From an optimization exercise on the open Yosys and OpenROAD flow, aimed at small area, a short achievable clock period and few clock cycles per item; shortcuts taken in it are not production practice. No functional check of the RTL was part of any run shown here. Power is estimated from default activity; no workload was simulated.

## flow/design.v (module list and top-level ports; edited modules follow where they fit)
// module conv3x3_fa: 10 lines
// module conv3x3_ha: 9 lines
// module conv3x3_pp3n: 6 lines
// module conv3x3_pp3p: 6 lines
// module conv3x3_pp2n: 6 lines
// module conv3x3_stream: 2404 lines
module conv3x3_stream
#(
  parameter int DATA_W     = 8,
  parameter int COEF_W     = 8,
  parameter int NORM_SHIFT = 4
) (
  input  logic                  i_clk,
  input  logic                  i_rst,
  input  logic [9*DATA_W-1:0]   i_pixel_data,
  input  logic                  i_pixel_data_valid,
  input  logic                  i_pixel_data_last,
  output logic                  o_pixel_data_ready,
  output logic [DATA_W-1:0]     o_convolved_data,
  output logic                  o_convolved_data_valid,
  output logic                  o_convolved_data_last,
  output logic                  o_convolved_sat,
  input  logic                  i_out_ready,
  input  logic                  i_coef_we,
  input  logic [3:0]            i_coef_addr,
  input  logic [COEF_W-1:0]     i_coef_data,
  input  logic                  i_coef_commit,
  output logic                  o_cfg_pending
);
  // ...
==> flow/run.sh <==
#!/bin/bash
# synth_recipe.tcl (not shown) runs the flow's synth.tcl, then flattens the netlist and writes it again
# the make line also repeats each setting of config.mk as NAME=value (left out here)
make -C /OpenROAD-flow-scripts/flow DESIGN_CONFIG=/design/flow/config.mk WORK_HOME=/design/flow/orfs CLKGATE_MAP_FILE= SYNTH_SCRIPT=/design/flow/synth_recipe.tcl finish
==> flow/config.mk <==
export PLATFORM = sky130hd
export DESIGN_NAME = conv3x3_stream
export DESIGN_NICKNAME = conv3x3_stream
export VERILOG_FILES = /design/flow/design.v
export SDC_FILE = /design/flow/constraint.sdc
export NUM_CORES = 4
export LEC_CHECK = 0
export CAP_MARGIN = 20
export CORE_MARGIN = 2
export CORE_UTILIZATION = 40
export SETUP_SLACK_MARGIN = 2.1
export SLEW_MARGIN = 20
export SYNTH_HIERARCHICAL = 1
==> flow/constraint.sdc <==
create_clock -name core_clock -period 5.0 [get_ports {i_clk}]
set_input_delay 1.0000 -clock core_clock [delete_from_list [all_inputs] [get_ports {i_clk}]]
set_output_delay 1.0000 -clock core_clock [all_outputs]
set_load 0.01 [all_outputs]
==> summary.md, run 1 <==
| Metric | Value |
|---|---|
| Status | finished clean |
| Antenna fix cells | 0 |
| Wl on met1 | 35.81 mm |
| Core area | 0.07457 mm² |
| Sw Ratio | 39.88% |
| Avg Synthesized Cell Area | 12.96 µm² |
| Multiplexer share of the synthesized area | 3.420% |
| Reg power frac | 26.8% |
| Dpl hpwl | 72.68 mm |
| #MultiIn Comb | 1729 |
| Area growth syn-to-layout | 18.38% |
| Die Width | 278.5 µm |
| WS Path Type | reg2reg |
| Drt first-iter violations | 1264 |
| First-pass GRT wire length | 134.3 mm |
| Most instantiated library cell after synthesis | fa_1 |
| WL final | 89.46 mm |
| Worst setup startpoint | st2_q[24] |
| CTS Buffer Depth | 3 |
| Seq area share | 30.57% |
| Height of the chip | 278.5 µm |
| Vias | 18.88k |
| Post-synthesis adder-cell area fraction | 38.03% |
| Final Core Density | 47.85% |
| Filler instances | 6542 |
| Met2 GRT Util | 40.57% |
| Tap Cells | 969 |
| WHS Endpoint | st2_q[2] |
| Final worst slack | 1943 ps |
| Most frequent cells in the layout | and2_1 (441), fa_1 (405), dfxtp_1 (317) |
| Power, Total | 0.02211 W |
| First-pass DRT Iterations | 6 |
| CP Capture Type | flip-flop |
| Leak pwr | 14.12 nW |
| Hold Fails Final Rpt | 0 |
| Most common cell after layout, fill and taps aside | and2_1 |
==> run 2, diff against run 1 <==
--- a/flow/design.v
+++ b/flow/design.v
@@ -2406,47 +2406,58 @@
   logic [9:0] res_d;
   assign res_neg  = cs_c ? cs_neg1 : cs_neg0;
   assign res_big  = cs_c ? cs_big1 : cs_big0;
   assign res_sat  = res_neg | res_big;
   assign res_data = (cs_lo | {8{res_big}}) & ~{8{res_neg}};
   assign res_v    = vq[3];
   assign res_d    = {res_data, lq[3], res_sat};
   logic [NQ-1:0][9:0] mem_q;
-  logic [PW-1:0]      wp_q, rp_q;
+  logic [NQ-1:0]      wp_q, rp_q;
+  logic               fne_q;       
   logic [PW:0]        fcnt_q;
   logic [CW-1:0]      cnt_q, cnt_d;
   logic               rdy_q;
   logic               out_v_q;
   logic [9:0]         out_d_q;
-  logic               take, out_free, f_empty, push, pop;
+  logic [9:0]         head;
+  logic               take, out_free, push, pop;
+  logic [PW:0]        fcnt_d;
   assign acc      = i_pixel_data_valid & rdy_q;
   assign take     = out_v_q & i_out_ready;
   assign out_free = ~out_v_q | i_out_ready;
-  assign f_empty  = (fcnt_q == '0);
-  assign pop      = out_free & ~f_empty;
-  assign push     = res_v & ~(out_free & f_empty);
+  assign pop      = out_free & fne_q;
+  assign push     = res_v & ~(out_free & ~fne_q);
   assign cnt_d    = cnt_q + {{(CW-1){1'b0}}, acc} - {{(CW-1){1'b0}}, take};
+  assign fcnt_d   = fcnt_q + {{PW{1'b0}}, push} - {{PW{1'b0}}, pop};
+  always_comb begin
+    head = '0;
+    for (int i = 0; i < NQ; i++) head = head | (mem_q[i] & {10{rp_q[i]}});
+  end
   always_ff @(posedge i_clk) begin
     if (i_rst) begin
       cnt_q   <= '0;
       rdy_q   <= 1'b1;
       out_v_q <= 1'b0;
-      wp_q    <= '0;
-      rp_q    <= '0;
+      wp_q    <= NQ'(1);
+      rp_q    <= NQ'(1);
       fcnt_q  <= '0;
+      fne_q   <= 1'b0;
     end else begin
       cnt_q  <= cnt_d;
       rdy_q  <= (cnt_d < CW'(CAP));
-      fcnt_q <= fcnt_q + {{PW{1'b0}}, push} - {{PW{1'b0}}, pop};
-      if (push) wp_q <= (wp_q == PW'(NQ - 1)) ? '0 : wp_q + 1'b1;
-      if (pop)  rp_q <= (rp_q == PW'(NQ - 1)) ? '0 : rp_q + 1'b1;
-      if (out_free) out_v_q <= res_v | ~f_empty;
+      fcnt_q <= fcnt_d;
+      fne_q  <= (fcnt_d != '0);
+      if (push) wp_q <= {wp_q[NQ-2:0], wp_q[NQ-1]};
+      if (pop)  rp_q <= {rp_q[NQ-2:0], rp_q[NQ-1]};
+      if (out_free) out_v_q <= res_v | fne_q;
     end
   end
   always_ff @(posedge i_clk) begin
-    if (push) mem_q[wp_q] <= res_d;
-    if (out_free) out_d_q <= f_empty ? res_d : mem_q[rp_q];
+    for (int i = 0; i < NQ; i++) begin
+      if (push && wp_q[i]) mem_q[i] <= res_d;
+    end
+    if (out_free) out_d_q <= fne_q ? head : res_d;
   end
   assign o_pixel_data_ready = rdy_q;
   assign o_convolved_data_valid = out_v_q;
   assign {o_convolved_data, o_convolved_data_last, o_convolved_sat} = out_d_q;
 endmodule
==> run 2 against run 1 <==
  * Critical endpoint is now st3_q[12]
  * Flip-flop and latch count grew 5
  * Routed wire length shrank 16%
  * Largest cell class unchanged
  * Total power is 3.3% lower
  * Combinational power decreased by 7%
  * Sequential power about the same
  * Highest routed layer unchanged
==> summary.md, run 2 <==
| Metric | Value |
|---|---|
| Status | finished clean (unchanged) |
| Total grt overflow | 0 (unchanged) |
| VDD IR max | 365.6 µV (was 340.4 µV) |
| H-tree level count | 2 (unchanged) |
| WS Path Type | reg2reg (unchanged) |
| Peak Freq | 325.0 MHz (was 327.2 MHz) |
| Avg Synthesized Cell Area | 13.79 µm² (was 12.96 µm²) |
| Final worst slack | 1923 ps (was 1943 ps) |
| Final worst path period need | 3077 ps (was 3057 ps) |
| End of the worst register-to-register path | st3_q[12] (was st3_q[9]) |
| Reg-to-reg setup timing slack | 1920 ps (was 1940 ps) |
| Area growth syn-to-layout | 19.12% (was 18.38%) |
| Most common cell after layout, fill and taps aside | and2_1 (unchanged) |
| Clock transition at the registers of the reported paths | 70 ps (was 60 ps) |
| Post-place setup slack | 1321 ps (was 1177 ps) |
| Most instantiated library cell after synthesis | fa_1 (unchanged) |
| Skew-Pair Late Insertion Delay | 630 ps (was 640 ps) |
| Total die area | 0.07277 mm² (was 0.07758 mm²) |
| Dpl hpwl | 61.85 mm (was 72.68 mm) |
| Worst R2R Start | st2_q[24] (unchanged) |
| Layout cell share with drive strength beyond 1 | 20.48% (was 19.12%) |
| Max-slew headroom | 43.75% (was 27.66%) |
| Initial core utilization | 40.34% (was 40.42%) |
| Final hold slack | 324.8 ps (was 325.4 ps) |
| Cells after DPL | 3053 (was 3348) |
| Hold Fails Final Rpt | 0 (unchanged) |
| Die Width | 269.8 µm (was 278.5 µm) |
| CP peak stage delay | 540 ps (was 550 ps) |
| Unrepaired setup endpoints after global routing | yes (unchanged) |
| Hold crit path type | reg2reg (unchanged) |
| Pwr per Cell Area | 635.4 mW/mm² (was 619.4 mW/mm²) |
| Primary FF master, synth | dfxtp_1 (unchanged) |
| Post-synth ARST share | 0% (unchanged) |
| Detail Route Antenna Nets | 0 (unchanged) |
| Yosys top cell by area | fa_1 (unchanged) |
| WHS Endpoint | st2_q[2] (unchanged) |
| First-pass DRT Iterations | 5 (was 6) |
| Drt first-iter violations | 974 (was 1264) |
| Core area | 0.07003 mm² (was 0.07457 mm²) |
| Drt wl/cell | 23.19 µm (was 25.29 µm) |
| Row count | 97 (was 100) |
| CTS Buffer Depth | 3 (unchanged) |
| TritonCTS clock tree | built (unchanged) |
| Max-slew violation count | 0 (unchanged) |
| Total GRT Usage | 21.00% (was 23.40%) |
| Netlist cell types | 55 (was 74) |
| Layout Nets | 2913 (was 3202) |
| Slowest-stage cell, CP | fa_1 (unchanged) |
| Max FFs per register | 123 (unchanged) |
| Ys Warns | 7 (unchanged) |
| Synth top area share | 38.76% (was 36.33%) |
| CP Capture Type | flip-flop (unchanged) |
| Final clock skew | 46.80 ps (was 50.19 ps) |
| Initial antenna violation count | 2 (was 1) |
| Vias | 16.12k (was 18.88k) |
| Synth Register Bits | 482 (was 477) |
| Mapped Cells | 2048 (was 2326) |
| Io pins | 104 (unchanged) |
| EDFF count, synth | 132 (unchanged) |
| Critical-path cell list | fa_1 -> fa_1 -> ha_2 -> fa_2 -> a211oi_4 -> buf_4 -> nor4b_4 -> a2111oi_4 -> nor4_4 -> xor2_1 (was fa_1 -> fa_1 -> ha_2 -> fa_2 -> a211oi_4 -> nor3_2 -> or3b_4 -> o41a_1) |
| Most frequent cells in the layout | and2_1 (416), fa_1 (410), dfxtp_1 (314) (was and2_1 (441), fa_1 (405), dfxtp_1 (317)) |
| Setup-failing EPs final | 0 (unchanged) |
| Syn Std Cell Area | 0.02825 mm² (was 0.03015 mm²) |
| Mapped Nets | 2714 (was 3005) |
| Crit share post-route | 61.54% (was 61.13%) |
| Leak pwr | 13.56 nW (was 14.12 nW) |
| WL final | 74.97 mm (was 89.46 mm) |
| # DRC | 0 (unchanged) |
| CTS Root Cell | clkbuf_16 (unchanged) |
| Crit Path Max Fanout | 3 (unchanged) |
| Share of the yosys chip area belonging to registers | 38.83% (was 36.06%) |
| Vias per cell | 4.986 (was 5.338) |
| Filler instances | 6078 (was 6542) |
| Cell repeated most along the worst path | fa_1 (unchanged) |
| IO buf count | 103 (unchanged) |
| CP startpoint kind | flip-flop (unchanged) |
| Worst hold path startpoint | st1_q[2] (unchanged) |
| Synth cell count leaders | fa_1 (547), and2_1 (508), dfxtp_1 (350) (was fa_1 (547), and2_1 (508), dfxtp_1 (345)) |
| Worst EP arrival | 3550 ps (was 3540 ps) |
| Largest net degree at the start of global routing | 72 (was 70) |
| Reg2reg path depth | 10 (was 8) |
| WP data required | 5470 ps (was 5480 ps) |
| Post-route setup TNS | 0 ps (unchanged) |
| Top cells by area, synth | fa_1 (39%), dfxtp_1 (25%), edfxtp_1 (14%) (was fa_1 (36%), dfxtp_1 (23%), edfxtp_1 (13%)) |
| GP Congestion | 0.9250 (was 0.9228) |
| Clock sinks | 482 (was 477) |
| Actual slew at the worst max-slew pin | 843.7 ps (was 1080 ps) |
| Hold path cells | 0 (unchanged) |
| Height of the chip | 269.8 µm (was 278.5 µm) |
| Final Non-Filler Cells | 3233 (was 3537) |
| Max_cap viols | 0 (unchanged) |
| Power, Total | 0.02138 W (was 0.02211 W) |
| Vias in the first global route | 18.27k (was 20.92k) |
| First-pass GRT wire length | 113.1 mm (was 134.3 mm) |
| Total CTS buffers | 52 (was 53) |
| Biggest register | st1_q (unchanged) |
[run 2: changes by cell type after synthesis, moves of 14 or more]
cell | before | now
nand2_1 | 130 | 98
clkbuf_1 | 48 | 31
a22o_1 | 14 | 0
nand3_1 | 18 | 2
o21ai_0 | 32 | 1
o211ai_1 | 16 | 2
[run 2: cell type report]
cell class | instances | area, µm² | share of cell area (%)
multi-input combinational | 1482 | 17590 | 52.27
antenna | 3 | 7.507 | 0.02231
clock inverter | 28 | 325.3 | 0.9666
tap | 940 | 1176 | 3.495
inverter | 42 | 167.7 | 0.4982
timing repair buffer | 187 | 1810 | 5.380
sequential | 482 | 11020 | 32.73
clock buffer | 69 | 1562 | 4.640
[run 2: stage by stage]
step,instance area [µm²],utilization (%)
floorplan,28290,-
global placement,30350,43.33
detailed placement,30350,43.34
CTS,33300,47.55
global route,33650,48.05
finish,33650,48.06
[run 2: critical path, delay by kind of cell (launching register included)]
family | cells | cell delay (ps)
compound gates | 2 | 650
simple gates | 2 | 130
flops | 1 | 320
buf+inv | 1 | 170
fa+ha+maj | 4 | 1540
xor+xnor | 1 | 150
[run 2: metal layers]
metal | share of wire, % | global-route usage, % | vias to the layer above
li1 | - | - | 6963
met1 | 40 | 25.36 | 8583
met2 | 52 | 37.24 | 401
met3 | 4.8 | 4.168 | 173
met4 | 3.4 | 7.529 | 0
met5 | 0 | 0 | -
[run 2: power by group]
| group | switching, W | internal (W) |
|---|---|---|
| logic | 0.00595 | 0.00538 |
| registers | 0.000614 | 0.00534 |
| clock network | 0.00170 | 0.00239 |
| total | 0.00827 | 0.0131 |
[run 2: logic make-up after synthesis]
| group | share of synthesized area [%] |
|---|---|
| compound gates | 2.617 |
| flops | 38.83 |
| simple gates | 14.76 |
| mux | 2.095 |
| fa+ha+maj | 40.00 |
| xor+xnor | 0.4960 |
| buf+inv | 1.200 |
[run 2: worst max path at each step]
| stage | start | end | slack [ps] | cells after the start |
|---|---|---|---|---|
| after global routing | st2_q[24] | st3_q[12] | 1840 | 10 |
| after CTS | st2_q[24] | st3_q[12] | 1890 | 9 |
| after floorplan | i_out_ready | fne_q | 2000 | 10 |
| final | st2_q[24] | st3_q[12] | 1920 | 10 |
| after global placement | i_out_ready | fne_q | 1370 | 12 |
| after detailed placement | i_out_ready | fne_q | 1320 | 13 |
[run 2: modules after synthesis (local to each module, per instance)]
module / cells inside / times used / cell area (µm²) / flip-flops and latches
conv3x3_ha: 1 / 5 / 12.51 / 0
conv3x3_fa: 1 / 544 / 20.02 / 0
conv3x3_stream: 1499 / 1 / 17300 / 482
[run 2: timing repair]
item	CTS	global route
endpoints found under the hold margin	0	0
setup endpoints to repair	87	65
hold buffers	0	0
buffers inserted	73	7
gates resized for setup	183	108
gates cloned	0	0
pin swaps	124	108

[afterwards: timing with drivers on the ports]
The results above use ideal ports. As a check the final layouts listed here were re-extracted and re-timed, cells and wires unchanged.
Step 1, drivers: a clkbuf_16 drives i_clk and a buf_2 each remaining input, both assumed.
Step 2 times the ports against the registers' clock, not the clock port: input delays grow and output delays shrink by t, the midpoint of the rising clock arrivals with the driver on.
Slacks: ideal / step 1 / step 2; pairs: ideal / step 1.
| run | t (ns) | slack for setup (ns) | hold slack, ns | worst slew at a driven data input, ns | pins driven straight from the clock port |
|---|---|---|---|---|---|
| run 1 | 0.673 | 1.943 / 1.943 / 1.620 | 0.325 / 0.325 / 0.325 | 0.05 | 1 |
| run 2 | 0.668 | 1.923 / 1.923 / 1.815 | 0.325 / 0.325 / 0.325 | 0.07 | 1 |
After both steps every run listed still meets setup and hold. For run 1, which loses most, drivers alone change the setup slack by 0.000 ns; drivers and shift together by -0.323 ns.
